This is an optimization exercise on Yosys and OpenROAD, whose aim is small area, a short achievable clock period and few clock cycles per item, not a production implementation. In this exercise RTL edits were held to simulation tests only and were not proved equivalent to the original.

## flow/design.v (module list and top-level ports; edited modules follow where they fit)
// module nps_ram: 47 lines
// module nps_dist: 87 lines
// module nps_sqsum: 4000 lines
// module nps_div: 105 lines
// module nearest_path_segment_search_top: 364 lines
module nearest_path_segment_search_top #(
    parameter int PATH_DEPTH  = nps_pkg::PATH_DEPTH_DEF,
    parameter int COORD_WIDTH = nps_pkg::COORD_WIDTH_DEF,
    parameter int NL          = 2,
    parameter logic [24:0] REGM = 25'b1111111111111111111101010,
    parameter int KD          = 1
) (
    input  logic                              clk,
    input  logic                              rst_n,
    input  logic                              cfg_we,
    input  logic                              cfg_index,
    input  logic [nps_pkg::CFG_DATA_W-1:0]    cfg_data,
    input  logic                              in_valid,
    output logic                              in_ready,
    input  logic                              opcode,
    input  logic [nps_pkg::INDEX_W-1:0]       point_index,
    input  logic signed [COORD_WIDTH-1:0]     coord_x,
    input  logic signed [COORD_WIDTH-1:0]     coord_y,
    output logic                              out_valid,
    input  logic                              out_ready,
    output logic [nps_pkg::INDEX_W-1:0]       target_index
);
  // ...
==> flow/run.sh <==
#!/bin/bash
# synth_recipe.tcl (not shown) runs the flow's synth.tcl, then flattens the netlist and writes it again
# the make line also repeats each setting of config.mk as NAME=value (left out here)
make -C /OpenROAD-flow-scripts/flow DESIGN_CONFIG=/design/flow/config.mk WORK_HOME=/design/flow/orfs CLKGATE_MAP_FILE= SYNTH_SCRIPT=/design/flow/synth_recipe.tcl finish
==> flow/config.mk <==
export PLATFORM = sky130hd
export DESIGN_NAME = nearest_path_segment_search_top
export DESIGN_NICKNAME = nearest_path_segment_search_top
export VERILOG_FILES = /design/flow/design.v
export SDC_FILE = /design/flow/constraint.sdc
export NUM_CORES = 4
export LEC_CHECK = 0
export ABC_CLOCK_PERIOD_IN_PS = 3500
export CAP_MARGIN = 20
export CORE_MARGIN = 2
export CORE_UTILIZATION = 40
export SETUP_SLACK_MARGIN = 5
export SLEW_MARGIN = 20
==> flow/constraint.sdc <==
create_clock -name core_clock -period 10.0 [get_ports {clk}]
set_input_delay 2.0000 -clock core_clock [delete_from_list [all_inputs] [get_ports {clk}]]
set_output_delay 2.0000 -clock core_clock [all_outputs]
set_load 0.01 [all_outputs]
==> impl_metrics.py, run 1 <==
metrics = {
    "synthesis": {
        "synth_top_family_by_area": "adder cells",
        "synth_cell_types": 109,
        "yosys.area_share.simple_pct": 8.551,
        "synth-xor-area-share_pct": 3.874,
        "yosys-top-cells-count": "dfxtp_1, inv_1, mux2_2",
    },
    "global_routing": {
        "antenna_found_initial": 67,
        "met1_usage_pct": 26.00,
        "track_usage_pct": 19.99,
        "grt-busiest-layer": "met2",
        "grt_pass1_wl_mm": 1917,
    },
    "hold_path": {
        "worstHoldStart": "u_div.g_st[27].den_o[5]",
        "whs_path_depth": 0,
    },
    "die": {
        "num_io_pins": 92,
        "die_w_mm": 1.105,
        "dieArea_um2": 1220000,
    },
    "cells_and_area": {
        "largestRegisters": "u_ram.mem (3072), u_div.g_st.g_ln.rem_o (1550), u_div.g_st.g_ln.qd_o (1296)",
        "final_nets": 50120,
        "final_cell_mix": "dfxtp_1, inv_1, mux2_2, ha_1, nor2_1",
        "fin_cells": 62010,
        "syn2layout_area_growth_pct": 12.79,
        "multi_input_area_um2": 229900,
        "sh_seq_area_pct": 42.67,
        "postLayoutCoreUtil_pct": 45.22,
        "fill_cells": 110700,
    },
    "placed_design": {
        "place.gp.congestion": 0.8779,
    },
    "route": {
        "drt-pass1-iter-count": 6,
        "met2WireLength_mm": 602.4,
        "wl_met3_mm": 39.95,
    },
    "run": {
        "drv_cap": 0,
    },
    "status": {
        "status": "complete, no violations",
    },
    "worst_setup_path": {
        "worstPathArrival_ns": 5.94,
    },
    "cts": {
        "post-cts-setup-buffer-count": 3,
    },
    "sta": {
        "period_share_pct": 48.93,
        "final.setup.tns_ns": 0,
        "hold_viol": 0,
    },
}
Testbench counts, summed over its fixed seeds: cycles 10,368, queries 192.
==> module nps_ram, before the edit <==
module nps_ram #(
    parameter int WIDTH = 48,
    parameter int DEPTH = 64
) (
    input  logic                     clk,
    input  logic                     rst_n,
    input  logic                     we,
    input  logic [$clog2(DEPTH)-1:0] waddr,
    input  logic [WIDTH-1:0]         wdata,
    output logic [$clog2(DEPTH)-1:0] pos,
    output logic [WIDTH-1:0]         head,
    output logic [WIDTH-1:0]         prev
);
    localparam int AW = $clog2(DEPTH);
    logic [DEPTH-1:0][WIDTH-1:0] mem;
    logic [AW-1:0]    pos_reg;
    logic [AW-1:0]    wslot;
    assign wslot = waddr - pos_reg - AW'(1);
    assign pos   = pos_reg;
    assign head  = mem[0];
    assign prev  = mem[DEPTH-1];
    always_ff @(posedge clk or negedge rst_n)
    begin
        if (!rst_n)
        begin
            pos_reg <= '0;
        end
        else
        begin
            pos_reg <= pos_reg + AW'(1);
        end
    end
    always_ff @(posedge clk)
    begin
        for (int j = 0; j < DEPTH; j++)
        begin
            if (we && (wslot == AW'(j)))
            begin
                mem[j] <= wdata;
            end
            else
            begin
                mem[j] <= mem[(j + 1) % DEPTH];
            end
        end
    end
endmodule
==> module nps_div, before the edit <==
module nps_div #(
    parameter int NL = 1,
    parameter int KD = 2,
    parameter int SW = 1
) (
    input  logic                   clk,
    input  logic [24:0]            den,
    input  logic [NL-1:0][9:0]     rem0,
    input  logic [NL-1:0][15:0]    dvd,
    input  logic [NL-1:0]          sat,
    input  logic [NL-1:0][SW-1:0]  side_in,
    output logic [NL-1:0][31:0]    quo,
    output logic [NL-1:0][SW-1:0]  side_out
);
    localparam int NS = 32;
    for (genvar j = 0; j < NS; j++)
    begin : g_st
        localparam int QI = (j > 16) ? j : 16;
        localparam int QO = (j + 1 > 16) ? j + 1 : 16;
        localparam bit RG = ((j + 1) % KD == 0) || (j == NS - 1);
        logic [24:0] den_i, den_o;
        if (j == 0)
        begin : g_d0
            assign den_i = den;
        end
        else
        begin : g_dn
            assign den_i = g_st[j-1].den_o;
        end
        if (RG)
        begin : g_dr
            always_ff @(posedge clk)
            begin
                den_o <= den_i;
            end
        end
        else
        begin : g_dc
            assign den_o = den_i;
        end
        for (genvar l = 0; l < NL; l++)
        begin : g_ln
            logic [24:0]    rem_i, rem_c, rem_o;
            logic [QI-1:0]  qd_i;
            logic [QO-1:0]  qd_c, qd_o;
            logic           sat_i, sat_o;
            logic [SW-1:0]  side_i, side_o;
            logic [25:0]    r;
            logic [26:0]    diff;
            logic           ge;
            if (j == 0)
            begin : g_i0
                assign rem_i  = 25'(rem0[l]);
                assign qd_i   = dvd[l];
                assign sat_i  = sat[l];
                assign side_i = side_in[l];
            end
            else
            begin : g_in
                assign rem_i  = g_st[j-1].g_ln[l].rem_o;
                assign qd_i   = g_st[j-1].g_ln[l].qd_o;
                assign sat_i  = g_st[j-1].g_ln[l].sat_o;
                assign side_i = g_st[j-1].g_ln[l].side_o;
            end
            if (j < 16)
            begin : g_b
                assign r    = {rem_i, qd_i[15]};
                assign qd_c = {qd_i[14:0], ge};
            end
            else
            begin : g_z
                assign r    = {rem_i, 1'b0};
                assign qd_c = {qd_i, ge};
            end
            assign diff  = {1'b0, r} - {2'b0, den_i};
            assign ge    = !diff[26];
            assign rem_c = ge ? diff[24:0] : r[24:0];
            if (RG)
            begin : g_r
                always_ff @(posedge clk)
                begin
                    qd_o   <= qd_c;
                    sat_o  <= sat_i;
                    side_o <= side_i;
                    if (j < NS - 1)
                    begin
                        rem_o <= rem_c;
                    end
                end
            end
            else
            begin : g_c
                assign qd_o   = qd_c;
                assign sat_o  = sat_i;
                assign side_o = side_i;
                assign rem_o  = rem_c;
            end
        end
    end
    for (genvar l = 0; l < NL; l++)
    begin : g_out
        assign quo[l]      = g_st[NS-1].g_ln[l].sat_o ? 32'hFFFF_FFFF : g_st[NS-1].g_ln[l].qd_o;
        assign side_out[l] = g_st[NS-1].g_ln[l].side_o;
    end
endmodule
==> module nearest_path_segment_search_top, before the edit <==
module nearest_path_segment_search_top #(
    parameter int PATH_DEPTH  = nps_pkg::PATH_DEPTH_DEF,
    parameter int COORD_WIDTH = nps_pkg::COORD_WIDTH_DEF,
    parameter int NL          = 2,
    parameter logic [24:0] REGM = 25'b1111111111111111111101010,
    parameter int KD          = 1
) (
    input  logic                              clk,
    input  logic                              rst_n,
    input  logic                              cfg_we,
    input  logic                              cfg_index,
    input  logic [nps_pkg::CFG_DATA_W-1:0]    cfg_data,
    input  logic                              in_valid,
    output logic                              in_ready,
    input  logic                              opcode,
    input  logic [nps_pkg::INDEX_W-1:0]       point_index,
    input  logic signed [COORD_WIDTH-1:0]     coord_x,
    input  logic signed [COORD_WIDTH-1:0]     coord_y,
    output logic                              out_valid,
    input  logic                              out_ready,
    output logic [nps_pkg::INDEX_W-1:0]       target_index
);
    localparam int CW    = COORD_WIDTH;
    localparam int NQ    = NL + 2;                       
    localparam int QCW   = $clog2(NQ + 1);
    localparam int LAST  = 64;                           
    localparam int D_DST = 4 + ones24(REGM);              
    localparam int D_DIV = (32 + KD - 1) / KD;           
    localparam int D_ALL = D_DST + 1 + D_DIV;            
    function automatic int ones24(input logic [24:0] m);
        int c;
        c = 0;
        for (int i = 0; i < 24; i++)
        begin
            c = c + int'(m[i]);
        end
        ones24 = c;
    endfunction
    logic [nps_pkg::PATH_LEN_W-1:0]  path_length_reg;
    logic [nps_pkg::LOOKAHEAD_W-1:0] lookahead_reg;
    logic [6:0]                      n;
    always_ff @(posedge clk or negedge rst_n)
    begin
        if (!rst_n)
        begin
            path_length_reg <= '0;
            lookahead_reg   <= nps_pkg::LOOKAHEAD_RST;
        end
        else if (cfg_we)
        begin
            case (cfg_index)
                nps_pkg::CFG_PATH_LENGTH: path_length_reg <= cfg_data[nps_pkg::PATH_LEN_W-1:0];
                nps_pkg::CFG_LOOKAHEAD:   lookahead_reg   <= cfg_data[nps_pkg::LOOKAHEAD_W-1:0];
                default:         ;
            endcase
        end
    end
    assign n = (path_length_reg > 7'd64) ? 7'd64 : path_length_reg;
    logic                 in_ready_reg;
    logic                 iv, iop;
    logic [5:0]           iidx;
    logic signed [CW-1:0] ix, iy;
    logic                 accept;
    assign in_ready = in_ready_reg;
    assign accept   = in_valid && in_ready_reg;
    logic [NL-1:0]        busy, busy_n;
    logic [NL-1:0][6:0]   hcnt, hcnt_n;
    logic [NL-1:0]        avail, avail_n;
    logic [NL-1:0]        sel;
    logic                 fire, fire_q, fire_w;
    logic [QCW-1:0]       outst, outst_n;
    logic                 iv_n, iop_n, fire_n;
    logic                 pop;
    always_comb
    begin
        for (int l = 0; l < NL; l++)
        begin
            avail[l] = !busy[l] || (hcnt[l] == 7'(LAST));
        end
        sel = '0;
        for (int l = NL - 1; l >= 0; l--)
        begin
            if (avail[l])
            begin
                sel    = '0;
                sel[l] = 1'b1;
            end
        end
    end
    assign fire_q = iv && iop && (|avail) && (outst < QCW'(NQ));
    assign fire_w = iv && !iop && (&avail);
    assign fire   = fire_q || fire_w;
    always_comb
    begin
        for (int l = 0; l < NL; l++)
        begin
            if (fire_q && sel[l])
            begin
                busy_n[l] = 1'b1;
                hcnt_n[l] = '0;
            end
            else if (busy[l] && (hcnt[l] != 7'(LAST)))
            begin
                busy_n[l] = 1'b1;
                hcnt_n[l] = hcnt[l] + 7'd1;
            end
            else
            begin
                busy_n[l] = 1'b0;
                hcnt_n[l] = '0;
            end
            avail_n[l] = !busy_n[l] || (hcnt_n[l] == 7'(LAST));
        end
        iv_n    = accept ? 1'b1 : (fire ? 1'b0 : iv);
        iop_n   = accept ? opcode : iop;
        outst_n = outst + QCW'(fire_q) - QCW'(pop);
        fire_n  = iv_n && (iop_n ? ((|avail_n) && (outst_n < QCW'(NQ))) : (&avail_n));
    end
    always_ff @(posedge clk or negedge rst_n)
    begin
        if (!rst_n)
        begin
            in_ready_reg <= 1'b0;
            iv           <= 1'b0;
            iop          <= 1'b0;
            busy         <= '0;
            hcnt         <= '0;
            outst        <= '0;
        end
        else
        begin
            in_ready_reg <= !iv_n || fire_n;
            iv           <= iv_n;
            iop          <= iop_n;
            busy         <= busy_n;
            hcnt         <= hcnt_n;
            outst        <= outst_n;
        end
    end
    always_ff @(posedge clk)
    begin
        if (accept)
        begin
            iidx <= point_index;
            ix   <= coord_x;
            iy   <= coord_y;
        end
    end
    logic [5:0]        pos;
    logic [2*CW-1:0]   head, prev;
    nps_ram #(
        .WIDTH (2 * CW),
        .DEPTH (PATH_DEPTH)
    ) u_ram (
        .clk   (clk),
        .rst_n (rst_n),
        .we    (fire_w),
        .waddr (iidx),
        .wdata ({ix, iy}),
        .pos   (pos),
        .head  (head),
        .prev  (prev)
    );
    logic [24:0] len;
    nps_dist #(
        .REGM (REGM)
    ) u_len (
        .clk  (clk),
        .ax   (head[2*CW-1:CW]),
        .ay   (head[CW-1:0]),
        .bx   (prev[2*CW-1:CW]),
        .by   (prev[CW-1:0]),
        .root (len)
    );
    logic [NL-1:0][CW-1:0] rx, ry;
    logic [NL-1:0][24:0]   dj, di;
    always_ff @(posedge clk)
    begin
        for (int l = 0; l < NL; l++)
        begin
            if (fire_q && sel[l])
            begin
                rx[l] <= ix;
                ry[l] <= iy;
            end
        end
        di <= dj;
    end
    for (genvar l = 0; l < NL; l++)
    begin : g_lane
        nps_dist #(
            .REGM (REGM)
        ) u_dj (
            .clk  (clk),
            .ax   (head[2*CW-1:CW]),
            .ay   (head[CW-1:0]),
            .bx   (rx[l]),
            .by   (ry[l]),
            .root (dj[l])
        );
    end
    logic [24:0]              den_r;
    logic                     lnz_r;
    logic [NL-1:0][26:0]      d3_r;
    logic [NL-1:0]            fl_r;
    logic [NL-1:0][25:0]      num;
    logic [NL-1:0][9:0]       rem0;
    logic [NL-1:0][15:0]      dvd;
    logic [NL-1:0]            sat;
    logic [NL-1:0][1:0]       side_r;
    logic [NL-1:0][31:0]      quo;
    logic [NL-1:0][1:0]       side_q;
    always_ff @(posedge clk)
    begin
        den_r <= len;
        lnz_r <= (len != '0);
        for (int l = 0; l < NL; l++)
        begin
            d3_r[l] <= 27'(di[l]) + 27'(dj[l]) - 27'(len);
            fl_r[l] <= (25'(dj[l]) < 25'(lookahead_reg));
        end
    end
    always_comb
    begin
        for (int l = 0; l < NL; l++)
        begin
            num[l]    = d3_r[l][26] ? 26'd0 : d3_r[l][25:0];
            rem0[l]   = num[l][25:16];
            dvd[l]    = num[l][15:0];
            sat[l]    = (den_r[24:10] == '0) && (num[l][25:16] >= den_r[9:0]);
            side_r[l] = {lnz_r, fl_r[l]};
        end
    end
    nps_div #(
        .NL (NL),
        .KD (KD),
        .SW (2)
    ) u_div (
        .clk      (clk),
        .den      (den_r),
        .rem0     (rem0),
        .dvd      (dvd),
        .sat      (sat),
        .side_in  (side_r),
        .quo      (quo),
        .side_out (side_q)
    );
    logic [5:0]                  tpos;
    logic [NL-1:0][D_ALL-1:0]    mark;
    logic [NL-1:0]               tact;
    logic [NL-1:0][6:0]          tcnt;
    logic [NL-1:0]               emit;
    logic [NL-1:0]               found;
    logic [NL-1:0][31:0]         best_ratio;
    logic [NL-1:0][5:0]          best_pos;
    logic [NL-1:0][5:0]          best_end;
    logic [6:0]                  tp7;
    logic                        seg_ok;
    assign tp7    = {1'b0, tpos};
    assign seg_ok = (tpos != 6'd0) && (tp7 < n);
    always_ff @(posedge clk or negedge rst_n)
    begin
        if (!rst_n)
        begin
            mark <= '0;
            tpos <= 6'(64 - (D_ALL % 64));
            tact <= '0;
            tcnt <= '0;
            emit <= '0;
        end
        else
        begin
            tpos <= tpos + 6'd1;
            for (int l = 0; l < NL; l++)
            begin
                mark[l] <= {mark[l][D_ALL-2:0], busy[l] && (hcnt[l] == 7'd0)};
                emit[l] <= tact[l] && (tcnt[l] == 7'(LAST));
                if (mark[l][D_ALL-1])
                begin
                    tact[l] <= 1'b1;
                    tcnt[l] <= 7'd1;
                end
                else if (tact[l])
                begin
                    tcnt[l] <= tcnt[l] + 7'd1;
                    if (tcnt[l] == 7'(LAST))
                    begin
                        tact[l] <= 1'b0;
                    end
                end
            end
        end
    end
    always_ff @(posedge clk)
    begin
        for (int l = 0; l < NL; l++)
        begin
            if (mark[l][D_ALL-1])
            begin
                found[l] <= 1'b0;
            end
            else if (tact[l] && seg_ok && side_q[l][1]
                     && (!found[l] || (quo[l] < best_ratio[l])
                         || ((quo[l] == best_ratio[l]) && (tpos < best_pos[l]))))
            begin
                found[l]      <= 1'b1;
                best_ratio[l] <= quo[l];
                best_pos[l]   <= tpos;
                best_end[l]   <= (side_q[l][0] && ((tp7 + 7'd1) < n)) ? (tpos + 6'd1) : tpos;
            end
        end
    end
    logic [5:0]           res;
    logic                 push;
    logic [NQ-1:0][5:0]   q;
    logic [QCW-1:0]       qcnt, qcnt_n;
    logic                 out_valid_reg;
    logic [QCW-1:0]       wpos;
    always_comb
    begin
        res  = '0;
        push = 1'b0;
        for (int l = 0; l < NL; l++)
        begin
            if (emit[l])
            begin
                push = 1'b1;
                res  = found[l] ? best_end[l] : ((n == 7'd0) ? 6'd0 : 6'(n - 7'd1));
            end
        end
    end
    assign pop       = out_valid_reg && out_ready;
    assign qcnt_n    = qcnt + QCW'(push) - QCW'(pop);
    assign wpos      = qcnt - QCW'(pop);
    assign out_valid = out_valid_reg;
    assign target_index = q[0];
    always_ff @(posedge clk or negedge rst_n)
    begin
        if (!rst_n)
        begin
            qcnt          <= '0;
            out_valid_reg <= 1'b0;
        end
        else
        begin
            qcnt          <= qcnt_n;
            out_valid_reg <= (qcnt_n != '0);
        end
    end
    always_ff @(posedge clk)
    begin
        for (int i = 0; i < NQ; i++)
        begin
            if (push && (wpos == QCW'(i)))
            begin
                q[i] <= res;
            end
            else if (pop)
            begin
                q[i] <= (i + 1 < NQ) ? q[(i + 1 < NQ) ? i + 1 : i] : q[i];
            end
        end
    end
endmodule
==> run 2, diff against run 1 <==
--- a/flow/design.v
+++ b/flow/design.v
@@ -32,7 +32,9 @@
     logic [DEPTH-1:0][WIDTH-1:0] mem;
     logic [AW-1:0]    pos_reg;
     logic [AW-1:0]    wslot;
-    assign wslot = waddr - pos_reg - AW'(1);
+    logic [DEPTH-1:0] wsel;
+    logic [WIDTH-1:0] wdata_r;
+    assign wslot = waddr - pos_reg - AW'(2);
     assign pos   = pos_reg;
     assign head  = mem[0];
     assign prev  = mem[DEPTH-1];
@@ -49,11 +51,19 @@
     end
     always_ff @(posedge clk)
     begin
+        wdata_r <= wdata;
         for (int j = 0; j < DEPTH; j++)
         begin
-            if (we && (wslot == AW'(j)))
+            wsel[j] <= we && (wslot == AW'(j));
+        end
+    end
+    always_ff @(posedge clk)
+    begin
+        for (int j = 0; j < DEPTH; j++)
+        begin
+            if (wsel[j])
             begin
-                mem[j] <= wdata;
+                mem[j] <= wdata_r;
             end
             else
             begin
@@ -4154,7 +4164,6 @@
 `timescale 1ns / 1ps
 module nps_div #(
     parameter int NL = 1,
-    parameter int KD = 2,
     parameter int SW = 1
 ) (
     input  logic                   clk,
@@ -4166,31 +4175,27 @@
     output logic [NL-1:0][31:0]    quo,
     output logic [NL-1:0][SW-1:0]  side_out
 );
-    localparam int NS = 32;
-    for (genvar j = 0; j < NS; j++)
+    localparam int NS = 16;
+    for (genvar k = 0; k < NS; k++)
     begin : g_st
-        localparam int QI = (j > 16) ? j : 16;
-        localparam int QO = (j + 1 > 16) ? j + 1 : 16;
-        localparam bit RG = ((j + 1) % KD == 0) || (j == NS - 1);
+        localparam int QI = (2 * k > 16) ? 2 * k : 16;
+        localparam int QO = (2 * k + 2 > 16) ? 2 * k + 2 : 16;
         logic [24:0] den_i, den_o;
-        if (j == 0)
+        logic [26:0] den3_i, den3_o;
+        if (k == 0)
         begin : g_d0
-            assign den_i = den;
+            assign den_i  = den;
+            assign den3_i = 27'(den) + {1'b0, den, 1'b0};
         end
         else
         begin : g_dn
-            assign den_i = g_st[j-1].den_o;
-        end
-        if (RG)
-        begin : g_dr
-            always_ff @(posedge clk)
-            begin
-                den_o <= den_i;
-            end
+            assign den_i  = g_st[k-1].den_o;
+            assign den3_i = g_st[k-1].den3_o;
         end
-        else
-        begin : g_dc
-            assign den_o = den_i;
+        always_ff @(posedge clk)
+        begin
+            den_o  <= den_i;
+            den3_o <= den3_i;
         end
         for (genvar l = 0; l < NL; l++)
         begin : g_ln
@@ -4199,10 +4204,11 @@
             logic [QO-1:0]  qd_c, qd_o;
             logic           sat_i, sat_o;
             logic [SW-1:0]  side_i, side_o;
-            logic [25:0]    r;
-            logic [26:0]    diff;
-            logic           ge;
-            if (j == 0)
+            logic [26:0]    r;
+            logic [27:0]    d1, d2, d3;
+            logic           ge1, ge2, ge3;
+            logic [1:0]     q;
+            if (k == 0)
             begin : g_i0
                 assign rem_i  = 25'(rem0[l]);
                 assign qd_i   = dvd[l];
@@ -4211,44 +4217,39 @@
             end
             else
             begin : g_in
-                assign rem_i  = g_st[j-1].g_ln[l].rem_o;
-                assign qd_i   = g_st[j-1].g_ln[l].qd_o;
-                assign sat_i  = g_st[j-1].g_ln[l].sat_o;
-                assign side_i = g_st[j-1].g_ln[l].side_o;
+                assign rem_i  = g_st[k-1].g_ln[l].rem_o;
+                assign qd_i   = g_st[k-1].g_ln[l].qd_o;
+                assign sat_i  = g_st[k-1].g_ln[l].sat_o;
+                assign side_i = g_st[k-1].g_ln[l].side_o;
             end
-            if (j < 16)
+            if (k < 8)
             begin : g_b
-                assign r    = {rem_i, qd_i[15]};
-                assign qd_c = {qd_i[14:0], ge};
+                assign r    = {rem_i, qd_i[15:14]};
+                assign qd_c = {qd_i[13:0], q};
             end
             else
             begin : g_z
-                assign r    = {rem_i, 1'b0};
-                assign qd_c = {qd_i, ge};
+                assign r    = {rem_i, 2'b00};
+                assign qd_c = {qd_i, q};
             end
-            assign diff  = {1'b0, r} - {2'b0, den_i};
-            assign ge    = !diff[26];
-            assign rem_c = ge ? diff[24:0] : r[24:0];
-            if (RG)
-            begin : g_r
-                always_ff @(posedge clk)
+            assign d1  = {1'b0, r} - {3'b0, den_i};
+            assign d2  = {1'b0, r} - {2'b0, den_i, 1'b0};
+            assign d3  = {1'b0, r} - {1'b0, den3_i};
+            assign ge1 = !d1[27];
+            assign ge2 = !d2[27];
+            assign ge3 = !d3[27];
+            assign q   = ge3 ? 2'd3 : (ge2 ? 2'd2 : (ge1 ? 2'd1 : 2'd0));
+            assign rem_c = ge3 ? d3[24:0] : (ge2 ? d2[24:0] : (ge1 ? d1[24:0] : r[24:0]));
+            always_ff @(posedge clk)
+            begin
+                qd_o   <= qd_c;
+                sat_o  <= sat_i;
+                side_o <= side_i;
+                if (k < NS - 1)
                 begin
-                    qd_o   <= qd_c;
-                    sat_o  <= sat_i;
-                    side_o <= side_i;
-                    if (j < NS - 1)
-                    begin
-                        rem_o <= rem_c;
-                    end
+                    rem_o <= rem_c;
                 end
             end
-            else
-            begin : g_c
-                assign qd_o   = qd_c;
-                assign sat_o  = sat_i;
-                assign side_o = side_i;
-                assign rem_o  = rem_c;
-            end
         end
     end
     for (genvar l = 0; l < NL; l++)
@@ -4262,8 +4263,7 @@
     parameter int PATH_DEPTH  = nps_pkg::PATH_DEPTH_DEF,
     parameter int COORD_WIDTH = nps_pkg::COORD_WIDTH_DEF,
     parameter int NL          = 2,
-    parameter logic [24:0] REGM = 25'b1111111111111111111101010,
-    parameter int KD          = 1
+    parameter logic [24:0] REGM = 25'b1111111111111111101010100
 ) (
     input  logic                              clk,
     input  logic                              rst_n,
@@ -4285,7 +4285,7 @@
     localparam int QCW   = $clog2(NQ + 1);
     localparam int LAST  = 64;                           
     localparam int D_DST = 4 + ones24(REGM);              
-    localparam int D_DIV = (32 + KD - 1) / KD;           
+    localparam int D_DIV = 16;                           
     localparam int D_ALL = D_DST + 1 + D_DIV;            
     function automatic int ones24(input logic [24:0] m);
         int c;
@@ -4493,7 +4493,6 @@
     end
     nps_div #(
         .NL (NL),
-        .KD (KD),
         .SW (2)
     ) u_div (
         .clk      (clk),
==> run 2 against run 1 <==
Highest routed layer unchanged. Register-to-register slack about the same. Clock skew is 0.019 ns lower. Critical path type unchanged.
==> impl_metrics.py, run 2 <==
metrics = {
    "sta": {
        "final.setup.tns_ns": 0,
        "holdWs_ns": 0.2578,
        "worst_pin_slew_ns": 1.170,
        "relSlewSlack_pct": 21.03,
        "skew_ns": 0.1019,
        "slew_violations": 0,
        "final.min_clock_period_ns": 4.883,
        "period_share_pct": 48.83,
        "setup_viol": 0,
        "fmax_mhz": 204.8,
        "grt_setup_unrepaired": "yes",
        "hold_viol": 0,
    },
    "synthesis": {
        "synth-xor-area-share_pct": 4.894,
        "synth.cell_area_um2": 481100,
        "synthMuxAreaShare_pct": 8.609,
        "yosys-top-cells-count": "dfxtp_1, inv_1, ha_1",
        "synth_top_cell_area_share_pct": 38.60,
        "synth_edf_count": 262,
        "yosys_warnings": 5,
        "synthMostInstantiatedCell": "dfxtp_1",
        "ys_ff_latch": 9705,
        "synth_top_family_by_area": "adder cells",
        "yosysTopAreaCell": "dfxtp_1",
        "ys_seq_area_share_pct": 41.10,
        "synthAdderAreaFrac_pct": 17.97,
        "avgSynthCellArea_um2": 10.09,
        "synth_cells": 47680,
        "synth_cell_types": 111,
        "synthTopCellsByArea": "dfxtp_1, ha_1, mux2_2, fa_1, inv_1",
        "synth_compound_area_share_pct": 12.98,
        "yosys.area_share.simple_pct": 9.814,
        "synth-main-ff-cell": "dfxtp_1",
        "async_flop_share_pct": 1.710,
    },
    "route": {
        "drt_wl_total_mm": 1299,
        "drt-initial-drc-count": 22050,
        "drt-pass1-iter-count": 6,
        "ant_nets": 0,
        "vias_per_cell": 5.164,
        "drc_errors": 0,
        "num_vias": 333100,
        "wire_per_inst_um": 20.14,
    },
    "placed_design": {
        "place.gp.congestion": 0.9077,
        "placed_cell_area_um2": 499700,
        "port-buffer-count": 91,
        "dp_hpwl_mm": 973.0,
    },
    "cells_and_area": {
        "regArea_um2": 198100,
        "largest_reg_flops": 3072,
        "fin_area_um2": 537300,
        "multi_input_area_um2": 262500,
        "regMostFlops": "u_ram.mem",
        "final_cell_mix": "dfxtp_1, inv_1, ha_1, nor2_1, mux2_2",
        "final_common_cell": "dfxtp_1",
        "largestRegisters": "u_ram.mem (3072), g_lane.u_dj.g_st.g_mid.rad_n (784), u_div.g_st.g_ln.rem_o (750)",
        "drive_gt1_share_pct": 13.81,
        "final_nets": 53660,
        "fill_cells": 113200,
        "syn2layout_area_growth_pct": 11.69,
    },
    "cts": {
        "cts_htree_levels": 7,
        "hold_buffers": 0,
        "cts_tree": "built",
        "cts.sinks": 9705,
        "cts_made_buffers": 1126,
        "clk_pin_slew_ns": 0.06,
        "clock_latency_ns": 1.26,
        "clockBufferDepth": 6,
        "cts-root-buf": "clkbuf_16",
    },
    "run": {
        "drv_cap": 0,
    },
    "status": {
        "status": "complete, no violations",
    },
    "die": {
        "start_util_pct": 40.14,
        "die_h_mm": 1.101,
        "core_um2": 1199000,
        "fp-row-count": 402,
        "dieArea_um2": 1211000,
        "die_w_mm": 1.101,
        "num_io_pins": 92,
    },
    "worst_setup_path": {
        "start_kind": "flip-flop",
        "crit_family": "adder cells",
        "crit_chain": "buf_6 -> ha_1 -> buf_4 -> or2_2 -> fa_1 -> fa_1 -> inv_1 -> fa_1 -> inv_1 -> fa_1 -> inv_1 -> fa_1 -> fa_1",
        "cp_max_fo": 25,
        "cp.required_ns": 11.05,
        "crit_buf_inv": 5,
        "crit_path_end_kind": "flip-flop",
        "worst-setup-path-type": "flip-flop to flip-flop",
        "worstPathArrival_ns": 5.94,
        "cpMostUsedCell": "fa_1",
        "cp_slowest_cell": "fa_1",
        "cp_slowest_stage_delay_ns": 0.56,
    },
    "global_routing": {
        "grt_overflow": 0,
        "antenna_found_initial": 95,
        "grt_pass1_wl_mm": 1980,
        "grt_max_degree": 95,
        "grt_pass1_vias": 329000,
        "track_usage_pct": 20.79,
    },
    "hold_path": {
        "hold_path.class": "flip-flop to flip-flop",
    },
}
## run 2: cell count changes after synthesis, sizes merged, moves of 310 or more
cell / previous run / this run
buf: 470 / 160
nand2: 1981 / 2317
nor2: 2773 / 3499
or2: 1153 / 765
xnor2: 1324 / 1709
ha: 3337 / 4126
dfxtp: 11001 / 9277
mux2: 3867 / 3388
a21oi: 2183 / 2798
clkbuf: 933 / 1394
## run 2: through the flow
stage	setup WS, ns	std cells	utilization, %
global route	4.938	64470	44.82
CTS	4.978	64430	44.75
floorplan	5.024	47680	-
global placement	4.336	62520	41.69
finish	5.117	64500	44.83
detailed placement	4.311	62520	41.69
## run 2: timing repair
item	CTS	global route
setup buffers	6	14
gates resized for setup	36	135
endpoints found under the setup margin	111	376
pin swaps	2	8
cloned	2	3
## run 2: cell type report
class	count	area share, %
sequential	9705	36.86
inverter	4346	3.037
clock buffer	1536	5.989
tap	15960	3.716
timing repair buffer	455	0.7098
clock inverter	370	0.8062
antenna	44	0.02049
multi-input combinational	32080	48.86
## run 2: logic make-up after synthesis
family	count (synthesis)
flops	9705
compound gates	9773
buf+inv	5900
fa+ha+maj	5867
xor+xnor	2688
mux	3714
simple gates	10040
## run 2: final timing paths
kind | from | to | slack [ns] | cells past startpoint
setup / recovery | g_lane[1].u_dj.dx[24] | g_lane[1].u_dj.u_sq.r1828 | 5.12 | 13
hold / removal | u_div.g_st[2].g_ln[0].qd_o[1] | u_div.g_st[3].g_ln[0].qd_o[3] | 0.26 | 0
setup reg to reg | g_lane[1].u_dj.dx[24] | g_lane[1].u_dj.u_sq.r1828 | 5.12 | 13
hold reg to reg | u_div.g_st[2].g_ln[0].qd_o[1] | u_div.g_st[3].g_ln[0].qd_o[3] | 0.26 | 0
max in group asynchronous | rst_n | u_ram.pos_reg[0] | 7.57 | 3
min in group asynchronous | rst_n | lookahead_reg[12] | 0.72 | 1
## run 2: layer usage
layer,wire length (um),global-route usage [%],vias up
li1,-,-,163400
met1,584600,27.64,159500
met2,600200,34.90,7768
met3,62840,2.497,2342
met4,51300,7.330,10
met5,69,0,-
Testbench counts of run 2, summed over its fixed seeds: cycles 9,792, queries 192.
==> run 3, diff against run 2 <==
==> flow/flow/run.sh (new file) <==
#!/bin/bash
set -euo pipefail
cd "$(dirname "${BASH_SOURCE[0]}")/.."
bash standard.sh SETUP_SLACK_MARGIN=6.0 finish > flow_standard.log 2>&1
==> flow/standard.sh (new file) <==
#!/bin/bash
# synth_recipe.tcl (not shown) runs the flow's synth.tcl, then flattens the netlist and writes it again
# the make line also repeats each setting of config.mk as NAME=value (left out here)
make -C /OpenROAD-flow-scripts/flow DESIGN_CONFIG=/design/flow/config.mk WORK_HOME=/design/flow/orfs CLKGATE_MAP_FILE= SYNTH_SCRIPT=/design/flow/synth_recipe.tcl "${@:-finish}"
--- a/flow/config.mk
+++ b/flow/config.mk
@@ -9,5 +9,4 @@
 export CAP_MARGIN = 20
 export CORE_MARGIN = 2
 export CORE_UTILIZATION = 40
-export SETUP_SLACK_MARGIN = 5
 export SLEW_MARGIN = 20
removed: flow/run.sh
==> run 3 against run 2 <==
Flip-flop and latch count unchanged. Utilization up 1.8 points. Worst hold slack better by 0.0063 ns. Die area unchanged. Cell count up 1.4%. Clock skew up 0.0089 ns. Area after synthesis unchanged. Register-to-register slack better by 0.29 ns. Critical path type unchanged. Highest routed layer unchanged.
==> impl_metrics.py, run 3 <==
metrics = {
    "placed_design": {
        "place.gp.congestion": 0.9223,
        "dp_hpwl_mm": 967.5,
        "port-buffer-count": 91,
        "dp_slack_ns": 4.653,
    },
    "cells_and_area": {
        "largestRegisters": "u_ram.mem (3072), g_lane.u_dj.g_st.g_mid.rad_n (784), u_div.g_st.g_ln.rem_o (750)",
        "largest_reg_flops": 3072,
        "syn2layout_area_growth_pct": 16.21,
        "fill_cells": 111100,
        "final_nets": 54560,
        "drive_gt1_share_pct": 18.91,
        "regMostFlops": "u_ram.mem",
        "final_cell_mix": "dfxtp_1, inv_1, ha_1, nor2_1, mux2_2",
        "final_common_cell": "dfxtp_1",
    },
    "worst_setup_path": {
        "cp.required_ns": 11.11,
        "start_kind": "flip-flop",
        "ff2ff_setup_slack_ns": 5.40,
        "cp_max_fo": 8,
        "worstPathArrival_ns": 5.71,
        "reg2reg_from": "u_len.dx[24]",
        "worst-setup-path-type": "flip-flop to flip-flop",
        "crit_path_end_kind": "flip-flop",
        "worstReg2RegEnd": "u_len.u_sq.r1825",
        "ff2ff_path_depth": 13,
    },
    "die": {
        "core_um2": 1199000,
        "num_io_pins": 92,
        "die_w_mm": 1.101,
        "dieArea_um2": 1211000,
        "fp-row-count": 402,
        "die_h_mm": 1.101,
        "start_util_pct": 40.14,
    },
    "sta": {
        "relSlewSlack_pct": 26.79,
        "slew_violations": 0,
        "worst_pin_slew_ns": 1.096,
        "hold_viol": 0,
        "setup_viol": 0,
        "grt_setup_unrepaired": "yes",
        "worst_slack_ns": 5.403,
        "period_share_pct": 45.97,
        "skew_ns": 0.1108,
        "final.min_clock_period_ns": 4.597,
        "holdWs_ns": 0.2642,
        "final.setup.tns_ns": 0,
        "fmax_mhz": 217.5,
    },
    "global_routing": {
        "grt_pass1_vias": 334400,
        "grt_overflow": 0,
        "track_usage_pct": 21.33,
        "grt_pass1_wl_mm": 2025,
        "antenna_found_initial": 91,
        "grt_max_degree": 95,
    },
    "cts": {
        "cts_htree_levels": 7,
        "clock_latency_ns": 1.27,
        "clk_pin_slew_ns": 0.06,
        "cts-root-buf": "clkbuf_16",
        "cts_tree": "built",
        "hold_buffers": 0,
        "cts_made_buffers": 1122,
        "clockBufferDepth": 6,
        "cts.sinks": 9705,
    },
    "synthesis": {
        "yosys_warnings": 5,
        "synth_edf_count": 262,
        "yosysTopAreaCell": "dfxtp_1",
        "avgSynthCellArea_um2": 10.09,
        "synth.cell_area_um2": 481100,
        "synth_cells": 47680,
        "synthMostInstantiatedCell": "dfxtp_1",
        "ys_ff_latch": 9705,
        "synth-main-ff-cell": "dfxtp_1",
        "yosys-top-cells-count": "dfxtp_1, inv_1, ha_1",
        "synth_cell_types": 111,
        "synthTopCellsByArea": "dfxtp_1, ha_1, mux2_2, fa_1, inv_1",
        "async_flop_share_pct": 1.710,
        "ys_seq_area_share_pct": 41.10,
        "synth_top_cell_area_share_pct": 38.60,
    },
    "route": {
        "drt_wl_total_mm": 1355,
        "ant_nets": 0,
        "vias_per_cell": 5.227,
        "drt-pass1-iter-count": 8,
        "drc_errors": 0,
        "num_vias": 341800,
        "wire_per_inst_um": 20.72,
        "drt-initial-drc-count": 24070,
    },
    "run": {
        "drv_cap": 0,
    },
    "hold_path": {
        "worstHoldStart": "u_len.u_sq.rad[41]",
        "hold_path.class": "flip-flop to flip-flop",
        "whs_path_depth": 0,
        "whs_endpoint": "u_len.g_st[2].g_mid.rad_n[41]",
    },
    "status": {
        "status": "complete, no violations",
    },
}
## run 3: cell count changes in the layout (fill, tap and decap cells not counted), moves of 181 or more
| cell | delta |
|---|---|
| fa_2 | +349 |
| buf_4 | +366 |
| or2_2 | -202 |
| inv_1 | -190 |
| fa_1 | -349 |
| dfxtp_1 | -181 |
| ha_1 | -201 |
| ha_4 | +183 |
| buf_6 | +182 |
| buf_12 | +194 |
| or2_4 | +205 |
## run 3: worst max-delay path by stage
stage                           from                   endpoint  slack [ns]  cells past startpoint
2_1_floorplan  g_lane[1].u_dj.dx[24]  g_lane[1].u_dj.u_sq.r1819        5.32                     14
3_3_place_gp               out_ready                       q[6]        4.71                      8
3_5_place_dp               out_ready                      q[10]        4.65                      8
4_1_cts        g_lane[1].u_dj.dx[24]  g_lane[1].u_dj.u_sq.r1840        5.46                     12
5_1_grt        g_lane[1].u_dj.dx[24]  g_lane[1].u_dj.u_sq.r1840        5.35                     13
6_report                u_len.dx[24]           u_len.u_sq.r1825        5.40                     13
## run 3: logic make-up after synthesis
logic type / Yosys count / synth area share [%]
simple gates: 10040 / 9.814
xor+xnor: 2688 / 4.894
fa+ha+maj: 5867 / 17.97
mux: 3714 / 8.609
flops: 9705 / 41.10
compound gates: 9773 / 12.98
buf+inv: 5900 / 4.630
## run 3: cell type report
cell class                      instances  area (um^2)  area share [%]
Multi-Input combinational cell      32100       272200           48.70
Sequential cell                      9705       198400           35.49
Clock buffer                         1545        31980           5.721
Tap cell                            15960        19970           3.571
Inverter                             4346        16430           2.939
Timing Repair Buffer                 1343        15930           2.850
Clock inverter                        351         4006          0.7166
Antenna cell                           40        100.1         0.01790
Timing Repair inverter                  2        15.01        0.002686
## run 3: routing by layer
layer	vias up	GRT usage [%]	wire (um)
li1	165400	-	-
met4	38	8.639	64150
met1	164200	28.20	596800
met5	-	0	237
met2	9344	35.36	618800
met3	2814	2.694	74910
## run 3: timing repair
action | CTS | global route
resized for setup | 1631 | 1334
gates cloned | 72 | 41
hold endpoints to repair | 0 | 0
buffers inserted | 570 | 295
setup endpoints to repair | 1324 | 1436
pin swaps | 509 | 658
## run 3: worst max-delay path: stages (launching register included)
cell and delay, ns:
dfxtp_4 0.41, buf_12 0.17, buf_12 0.12, ha_4 0.34, buf_6 0.13, nor2_1 0.05, fa_1 0.50, inv_1 0.06
fa_1 0.53, inv_1 0.06, fa_2 0.62, fa_2 0.48, fa_2 0.56, fa_2 0.43
## run 3: stage by stage
| step | area [um^2] | cells | util [%] |
|---|---|---|---|
| 2_1_floorplan | 483700 | 47680 | - |
| 3_3_place_gp | 501100 | 62470 | 41.80 |
| 3_5_place_dp | 501100 | 62470 | 41.81 |
| 4_1_cts | 550500 | 65010 | 45.92 |
| 5_1_grt | 559000 | 65350 | 46.64 |
| 6_report | 559100 | 65390 | 46.64 |
==> run 4, diff against run 3 <==
--- a/flow/design.v
+++ b/flow/design.v
@@ -4184,8 +4184,8 @@
         logic [26:0] den3_i, den3_o;
         if (k == 0)
         begin : g_d0
-            assign den_i  = den;
-            assign den3_i = 27'(den) + {1'b0, den, 1'b0};
+            assign den_i  = ~den;
+            assign den3_i = ~(27'(den) + {1'b0, den, 1'b0});
         end
         else
         begin : g_dn
@@ -4232,9 +4232,9 @@
                 assign r    = {rem_i, 2'b00};
                 assign qd_c = {qd_i, q};
             end
-            assign d1  = {1'b0, r} - {3'b0, den_i};
-            assign d2  = {1'b0, r} - {2'b0, den_i, 1'b0};
-            assign d3  = {1'b0, r} - {1'b0, den3_i};
+            assign d1  = {1'b0, r} + {3'b111, den_i} + 28'd1;
+            assign d2  = {1'b0, r} + {2'b11, den_i, 1'b1} + 28'd1;
+            assign d3  = {1'b0, r} + {1'b1, den3_i} + 28'd1;
             assign ge1 = !d1[27];
             assign ge2 = !d2[27];
             assign ge3 = !d3[27];
@@ -4505,7 +4505,7 @@
         .side_out (side_q)
     );
     logic [5:0]                  tpos;
-    logic [NL-1:0][D_ALL-1:0]    mark;
+    logic [NL-1:0]               mark;
     logic [NL-1:0]               tact;
     logic [NL-1:0][6:0]          tcnt;
     logic [NL-1:0]               emit;
@@ -4516,12 +4516,18 @@
     logic [6:0]                  tp7;
     logic                        seg_ok;
     assign tp7    = {1'b0, tpos};
+    always_comb
+    begin
+        for (int l = 0; l < NL; l++)
+        begin
+            mark[l] = busy[l] && (hcnt[l] == 7'(D_ALL));
+        end
+    end
     assign seg_ok = (tpos != 6'd0) && (tp7 < n);
     always_ff @(posedge clk or negedge rst_n)
     begin
         if (!rst_n)
         begin
-            mark <= '0;
             tpos <= 6'(64 - (D_ALL % 64));
             tact <= '0;
             tcnt <= '0;
@@ -4532,9 +4538,8 @@
             tpos <= tpos + 6'd1;
             for (int l = 0; l < NL; l++)
             begin
-                mark[l] <= {mark[l][D_ALL-2:0], busy[l] && (hcnt[l] == 7'd0)};
                 emit[l] <= tact[l] && (tcnt[l] == 7'(LAST));
-                if (mark[l][D_ALL-1])
+                if (mark[l])
                 begin
                     tact[l] <= 1'b1;
                     tcnt[l] <= 7'd1;
@@ -4554,7 +4559,7 @@
     begin
         for (int l = 0; l < NL; l++)
         begin
-            if (mark[l][D_ALL-1])
+            if (mark[l])
             begin
                 found[l] <= 1'b0;
             end
==> flow/run.sh (new file) <==
#!/bin/bash
# synth_recipe.tcl (not shown) runs the flow's synth.tcl, then flattens the netlist and writes it again
# the make line also repeats each setting of config.mk as NAME=value (left out here)
make -C /OpenROAD-flow-scripts/flow DESIGN_CONFIG=/design/flow/config.mk WORK_HOME=/design/flow/orfs CLKGATE_MAP_FILE= SYNTH_SCRIPT=/design/flow/synth_recipe.tcl finish
--- a/flow/config.mk
+++ b/flow/config.mk
@@ -8,5 +8,9 @@
 export ABC_CLOCK_PERIOD_IN_PS = 3500
 export CAP_MARGIN = 20
 export CORE_MARGIN = 2
-export CORE_UTILIZATION = 40
+export CORE_UTILIZATION = 55
+export CTS_CLUSTER_DIAMETER = 100
+export CTS_CLUSTER_SIZE = 30
+export PLACE_DENSITY = 0.65
+export SETUP_SLACK_MARGIN = 5
 export SLEW_MARGIN = 20
removed: flow/flow/run.sh
removed: flow/standard.sh
==> run 4 against run 3 <==
Sequential share of layout area is 3.3 points higher. Highest routed layer unchanged. Critical path depth is 4 higher. Flip-flop and latch count shrank 80. Cell count decreased by 11%. Count of clock-buffer cells in the layout down 1071.
==> impl_metrics.py, run 4 <==
metrics = {
    "sta": {
        "final.min_clock_period_ns": 4.923,
        "worst_pin_slew_ns": 1.301,
        "grt_setup_unrepaired": "yes",
        "hold_viol": 0,
        "holdWs_ns": 0.2778,
        "final.setup.tns_ns": 0,
        "slew_violations": 0,
        "worst_slack_ns": 5.077,
        "setup_viol": 0,
        "skew_ns": 0.1593,
        "fmax_mhz": 203.1,
        "period_share_pct": 49.23,
        "relSlewSlack_pct": 12.65,
    },
    "global_routing": {
        "grt_pass1_vias": 331300,
        "grt_overflow": 0,
        "antenna_found_initial": 112,
        "grt_max_degree": 95,
        "track_usage_pct": 28.92,
        "grt_pass1_wl_mm": 1990,
    },
    "cts": {
        "clock_latency_ns": 1.16,
        "cts-root-buf": "clkbuf_16",
        "clk_pin_slew_ns": 0.10,
        "cts_tree": "built",
        "clockBufferDepth": 4,
        "cts_htree_levels": 5,
        "cts_made_buffers": 418,
        "cts.sinks": 9625,
    },
    "worst_setup_path": {
        "crit_path_end_kind": "flip-flop",
        "start_kind": "flip-flop",
        "cp.required_ns": 10.91,
        "cp_max_fo": 24,
        "worstPathArrival_ns": 5.83,
        "worst-setup-path-type": "flip-flop to flip-flop",
    },
    "synthesis": {
        "synth_cell_types": 112,
        "synth_edf_count": 262,
        "synth-main-ff-cell": "dfxtp_1",
        "synth_cells": 46840,
        "async_flop_share_pct": 0.8935,
        "synthTopCellsByArea": "dfxtp_1, ha_1, mux2_2, fa_1, xnor2_1",
        "synthMostInstantiatedCell": "dfxtp_1",
        "yosys-top-cells-count": "dfxtp_1, ha_1, inv_1",
        "avgSynthCellArea_um2": 10.18,
        "yosysTopAreaCell": "dfxtp_1",
        "ys_ff_latch": 9625,
        "synth_top_cell_area_share_pct": 38.94,
        "yosys_warnings": 5,
        "ys_seq_area_share_pct": 41.04,
        "synth.cell_area_um2": 477000,
    },
    "placed_design": {
        "place.gp.congestion": 0.9496,
        "dp_cells": 57260,
        "dp_hpwl_mm": 997.8,
        "port-buffer-count": 91,
        "dp_slack_ns": 3.745,
        "placed_cell_area_um2": 490100,
    },
    "route": {
        "drc_errors": 0,
        "ant_nets": 0,
        "drt_wl_total_mm": 1307,
        "vias_per_cell": 5.714,
        "wire_per_inst_um": 22.52,
        "num_vias": 331600,
        "drt-initial-drc-count": 23330,
        "drt-pass1-iter-count": 7,
    },
    "cells_and_area": {
        "largestRegisters": "u_ram.mem (3072), g_lane.u_dj.g_st.g_mid.rad_n (784), u_div.g_st.g_ln.rem_o (750)",
        "final_cell_mix": "dfxtp_1, ha_1, inv_1, nor2_1, mux2_2",
        "final_nets": 52090,
        "regMostFlops": "u_ram.mem",
        "fin_area_um2": 505400,
        "syn2layout_area_growth_pct": 5.958,
        "largest_reg_flops": 3072,
        "postLayoutCoreUtil_pct": 58.38,
        "fin_cells": 58030,
        "drive_gt1_share_pct": 12.27,
        "final_common_cell": "dfxtp_1",
    },
    "run": {
        "drv_cap": 0,
    },
    "die": {
        "core_um2": 865700,
        "num_io_pins": 92,
        "fp-row-count": 342,
        "die_h_um": 935.3,
        "dieArea_um2": 874700,
        "die_w_um": 935.3,
        "start_util_pct": 55.10,
    },
    "status": {
        "status": "complete, no violations",
    },
    "hold_path": {
        "hold_path.class": "flip-flop to flip-flop",
    },
}
run 4: repair_timing:
item                       4_1_cts  5_1_grt
setup endpoints to repair      175      401
buffers inserted                 3       22
pin swaps                        1        9
gates cloned                     0        2
resized for setup               85      191
hold buffers                     0        0
run 4: layout make-up:
cell class	instances	area, um^2
Fill cell	73410	360300
Multi-Input combinational cell	31980	263000
Sequential cell	9625	196000
Tap cell	11520	14420
Inverter	3672	13810
Clock buffer	474	10780
Timing Repair Buffer	492	4228
Clock inverter	153	2895
Antenna cell	114	285.3
run 4: final timing paths:
| check | depth (start not counted) | endpoint | slack [ns] | startpoint |
|---|---|---|---|---|
| max in group asynchronous | 2 | hcnt[3] | 7.84 | rst_n |
| hold / removal | 0 | g_lane[1].u_dj.g_st[19].g_mid.rad_n[5] | 0.28 | g_lane[1].u_dj.g_st[18].g_mid.rad_n[5] |
| min in group asynchronous | 1 | path_length_reg[1] | 0.89 | rst_n |
| setup / recovery | 17 | u_div.g_st[7].g_ln[0].rem_o[6] | 5.08 | u_div.g_st[6].den_o[0] |
| hold reg to reg | 0 | g_lane[1].u_dj.g_st[19].g_mid.rad_n[5] | 0.28 | g_lane[1].u_dj.g_st[18].g_mid.rad_n[5] |
| setup reg to reg | 17 | u_div.g_st[7].g_ln[0].rem_o[6] | 5.08 | u_div.g_st[6].den_o[0] |
run 4: logic make-up (layout without fill, tap and decap cells):
| group | Yosys count | count (layout) | synth area share (%) |
|---|---|---|---|
| compound gates | 9790 | 9790 | 13.17 |
| xor+xnor | 2816 | 2816 | 5.174 |
| fa+ha+maj | 5840 | 5840 | 18.03 |
| buf+inv | 5244 | 4791 | 4.145 |
| flops | 9625 | 9625 | 41.04 |
| mux | 3785 | 3785 | 8.853 |
| other cells | 0 | 114 | 0 |
| simple gates | 9744 | 9745 | 9.592 |
run 4: worst max-delay path, cell delays in order, from the launching register on:
cell and delay (ns):
dfxtp_1 0.43, inv_1 0.21, ha_1 0.22, inv_1 0.06
fa_1 0.43, a211o_1 0.28, a21oi_1 0.30, a21oi_1 0.23
o21ai_0 0.40, a31oi_1 0.19, a21o_1 0.25, nand2_1 0.08
o21ai_0 0.13, a31o_2 0.37, buf_4 0.26, inv_2 0.30
mux2i_1 0.13, o21ai_0 0.48
run 4: per-layer routing:
layer / GRT usage (%) / vias up / part of all wire, %
li1: - / 159700 / -
met1: 39.22 / 162100 / 45
met2: 48.69 / 7951 / 47
met3: 3.364 / 1775 / 5.1
met4: 8.639 / 12 / 3.5
met5: 0 / - / 0.0054
Testbench counts of run 4, summed over its fixed seeds: cycles 9,792, queries 192.
==> run 5, diff against run 4 <==
--- a/flow/config.mk
+++ b/flow/config.mk
@@ -5,12 +5,13 @@
 export SDC_FILE = /design/flow/constraint.sdc
 export NUM_CORES = 4
 export LEC_CHECK = 0
+export ABC_AREA = 1
 export ABC_CLOCK_PERIOD_IN_PS = 3500
 export CAP_MARGIN = 20
 export CORE_MARGIN = 2
 export CORE_UTILIZATION = 55
-export CTS_CLUSTER_DIAMETER = 100
-export CTS_CLUSTER_SIZE = 30
+export CTS_CLUSTER_DIAMETER = 90
+export CTS_CLUSTER_SIZE = 25
 export PLACE_DENSITY = 0.65
 export SETUP_SLACK_MARGIN = 5
 export SLEW_MARGIN = 20
==> run 5 against run 4 <==
Still clean on timing, DRC and antenna. Worst hold slack lost 0.033 ns. Clock skew down 0.017 ns. Utilization is 0.32 points higher. Final area rose by 1.3%. Wire length increased by 14%. Global-route usage is 3.5 points higher. Count of clock-buffer cells in the layout is 115 higher. Largest cell class unchanged. Highest routed layer unchanged.
==> impl_metrics.py, run 5 <==
metrics = {
    "route": {
        "drt-pass1-iter-count": 12,
        "num_vias": 364500,
        "wire_per_inst_um": 23.30,
        "vias_per_cell": 5.707,
        "drt-initial-drc-count": 31560,
        "drc_errors": 0,
        "drt_wl_total_mm": 1488,
        "ant_nets": 0,
    },
    "cells_and_area": {
        "final_common_cell": "dfxtp_1",
        "largestRegisters": "u_ram.mem (3072), g_lane.u_dj.g_st.g_mid.rad_n (784), u_div.g_st.g_ln.rem_o (750)",
        "final_cell_mix": "dfxtp_1, nand2_1, inv_1, a21oi_1, ha_1",
        "drive_gt1_share_pct": 9.496,
        "syn2layout_area_growth_pct": 6.445,
        "fin_cells": 63870,
        "largest_reg_flops": 3072,
        "postLayoutCoreUtil_pct": 58.70,
        "final_nets": 57840,
        "fin_area_um2": 511900,
        "regMostFlops": "u_ram.mem",
        "fill_cells": 74980,
    },
    "sta": {
        "grt_setup_unrepaired": "yes",
        "skew_ns": 0.1420,
        "hold_viol": 0,
        "final.setup.tns_ns": 0,
        "setup_viol": 0,
        "final.min_clock_period_ns": 4.956,
        "worst_slack_ns": 5.044,
        "worst_pin_slew_ns": 1.249,
        "slew_violations": 0,
        "relSlewSlack_pct": 15.85,
        "fmax_mhz": 201.8,
        "period_share_pct": 49.56,
    },
    "global_routing": {
        "grt_overflow": 0,
        "grt_max_degree": 95,
        "antenna_found_initial": 86,
        "track_usage_pct": 32.46,
        "grt_pass1_wl_mm": 2224,
        "grt_pass1_vias": 360000,
    },
    "cts": {
        "clock_latency_ns": 1.24,
        "cts_htree_levels": 6,
        "cts.sinks": 9625,
        "cts_tree": "built",
        "cts-root-buf": "clkbuf_16",
        "clockBufferDepth": 4,
        "cts_made_buffers": 531,
        "clk_pin_slew_ns": 0.09,
    },
    "synthesis": {
        "synth_cell_types": 84,
        "synth_cells": 52430,
        "ys_seq_area_share_pct": 40.70,
        "synth.cell_area_um2": 480900,
        "ys_ff_latch": 9625,
        "async_flop_share_pct": 0.8935,
        "avgSynthCellArea_um2": 9.173,
        "synthMostInstantiatedCell": "dfxtp_1",
        "yosys_warnings": 5,
        "yosys-top-cells-count": "dfxtp_1, nand2_1, inv_1",
        "yosysTopAreaCell": "dfxtp_1",
        "synth_edf_count": 262,
        "synthTopCellsByArea": "dfxtp_1, ha_1, fa_1, mux2_2, nand2_1",
        "synth_top_cell_area_share_pct": 38.62,
        "synth-main-ff-cell": "dfxtp_1",
    },
    "placed_design": {
        "dp_slack_ns": 3.954,
        "place.gp.congestion": 0.9964,
        "placed_cell_area_um2": 493300,
        "dp_cells": 62900,
        "dp_hpwl_mm": 1155,
        "port-buffer-count": 91,
    },
    "status": {
        "status": "complete, no violations",
    },
    "worst_setup_path": {
        "worst-setup-path-type": "flip-flop to flip-flop",
        "worstPathArrival_ns": 5.97,
        "crit_start": "g_lane[0].u_dj.dy[24]",
        "cp.required_ns": 11.01,
        "cp_max_fo": 25,
        "reg2reg_from": "g_lane[0].u_dj.dy[24]",
        "start_kind": "flip-flop",
        "crit_path_end_kind": "flip-flop",
    },
    "die": {
        "fp-row-count": 343,
        "start_util_pct": 55.15,
        "die_w_um": 939.1,
        "die_h_um": 939.1,
        "num_io_pins": 92,
        "dieArea_um2": 881900,
        "core_um2": 872100,
    },
    "hold_path": {
        "worstHoldStart": "u_len.u_sq.rad[22]",
        "hold_path.class": "flip-flop to flip-flop",
    },
    "run": {
        "drv_cap": 0,
    },
}
-- run 5: per-layer routing --
| metal | track usage [%] | wire length (um) | part of all wire (%) |
|---|---|---|---|
| met2 | 52.20 | 664200 | 45 |
| met1 | 44.56 | 656700 | 44 |
| met4 | 11.99 | 65100 | 4.4 |
| met5 | 0 | 126 | 0.0085 |
| met3 | 4.804 | 102000 | 6.9 |
-- run 5: final timing paths --
| path | slack (ns) | endpoint | cells past startpoint |
|---|---|---|---|
| min reg2reg | 0.25 | u_len.g_st[2].g_mid.rad_n[22] | 0 |
| max reg2reg | 5.04 | g_lane[0].u_dj.u_sq.r1831 | 12 |
| max | 5.04 | g_lane[0].u_dj.u_sq.r1831 | 12 |
| max in group asynchronous | 7.96 | hcnt[2] | 2 |
| min | 0.25 | u_len.g_st[2].g_mid.rad_n[22] | 0 |
| min in group asynchronous | 0.82 | lookahead_reg[16] | 1 |
-- run 5: layout make-up --
| class | count | area (um^2) | area share [%] |
|---|---|---|---|
| Tap cell | 11560 | 14460 | 2.825 |
| Clock buffer | 589 | 13690 | 2.675 |
| Multi-Input combinational cell | 35520 | 258300 | 50.45 |
| Timing Repair Buffer | 491 | 4055 | 0.7922 |
| Antenna cell | 126 | 315.3 | 0.06159 |
| Clock inverter | 194 | 3222 | 0.6294 |
| Sequential cell | 9625 | 196000 | 38.30 |
| Inverter | 5760 | 21860 | 4.270 |
-- run 5: cells by family after synthesis --
group,after synthesis,synth area share [%]
simple gates,14350,12.45
flops,9625,40.70
compound gates,9600,11.22
buf+inv,7278,5.725
fa+ha+maj,5825,17.86
mux,3023,7.078
xor+xnor,2727,4.968
-- run 5: repair_timing --
action | in CTS | in global routing
hold buffers | 0 | 0
endpoints found under the setup margin | 97 | 87
resized for setup | 106 | 79
setup buffers | 11 | 43
endpoints found under the hold margin | 0 | 0
cloned | 0 | 1
-- run 5: through the flow --
step / hold WS (ns)
final: 0.2453
after global routing: 0.2570
after CTS: 0.2509
after detailed placement: 0.3121
after global placement: 0.3097
after floorplan: 0.3096
-- run 5: worst max-delay path: stages, from the launching register on --
cell and delay [ns]:
dfxtp_1 0.32, buf_8 0.18, ha_1 0.31, buf_6 0.30, clkinvlp_4 0.30, nand2_1 0.15, fa_1 0.53, fa_1 0.59
inv_1 0.06, fa_1 0.56, fa_1 0.47, fa_1 0.55, fa_1 0.50

==> port drivers added, routing unchanged <==
The flow's constraints put no driver on any port. The routed layouts listed below were extracted and timed again, unchanged, in two steps. Step 1: set_driving_cell puts a clkbuf_16 on clk and a buf_2 on each other input, an assumption about the parent block. Step 2, shift: input delay + t, output delay - t, t = (earliest + latest rising clock arrival at the registers) / 2. This alone moves slack from input paths to output paths. a / b / c = ideal / step 1 / step 2; a / b = the first two.
run | t, ns | slack for setup (ns) | hold WS [ns] | slew at the worst register clock pin (ns) | cell pins on the clock port's net
run 1 | 1.369 | 5.107 / 5.107 / 4.854 | 0.234 / 0.234 / 0.234 | 0.07 / 0.07 | 1
run 2 | 1.356 | 5.117 / 5.117 / 4.578 | 0.258 / 0.258 / 0.258 | 0.07 / 0.07 | 1
run 3 | 1.364 | 5.403 / 5.403 / 4.963 | 0.264 / 0.264 / 0.264 | 0.07 / 0.07 | 1
run 4 | 1.236 | 5.077 / 5.077 / 4.660 | 0.278 / 0.278 / 0.278 | 0.12 / 0.12 | 1
run 5 | 1.317 | 5.044 / 5.044 / 4.900 | 0.245 / 0.245 / 0.245 | 0.11 / 0.11 | 1
After both steps every run listed still meets setup and hold. For run 2, which loses most, drivers alone change the setup slack by 0.000 ns; drivers and shift together by -0.539 ns.
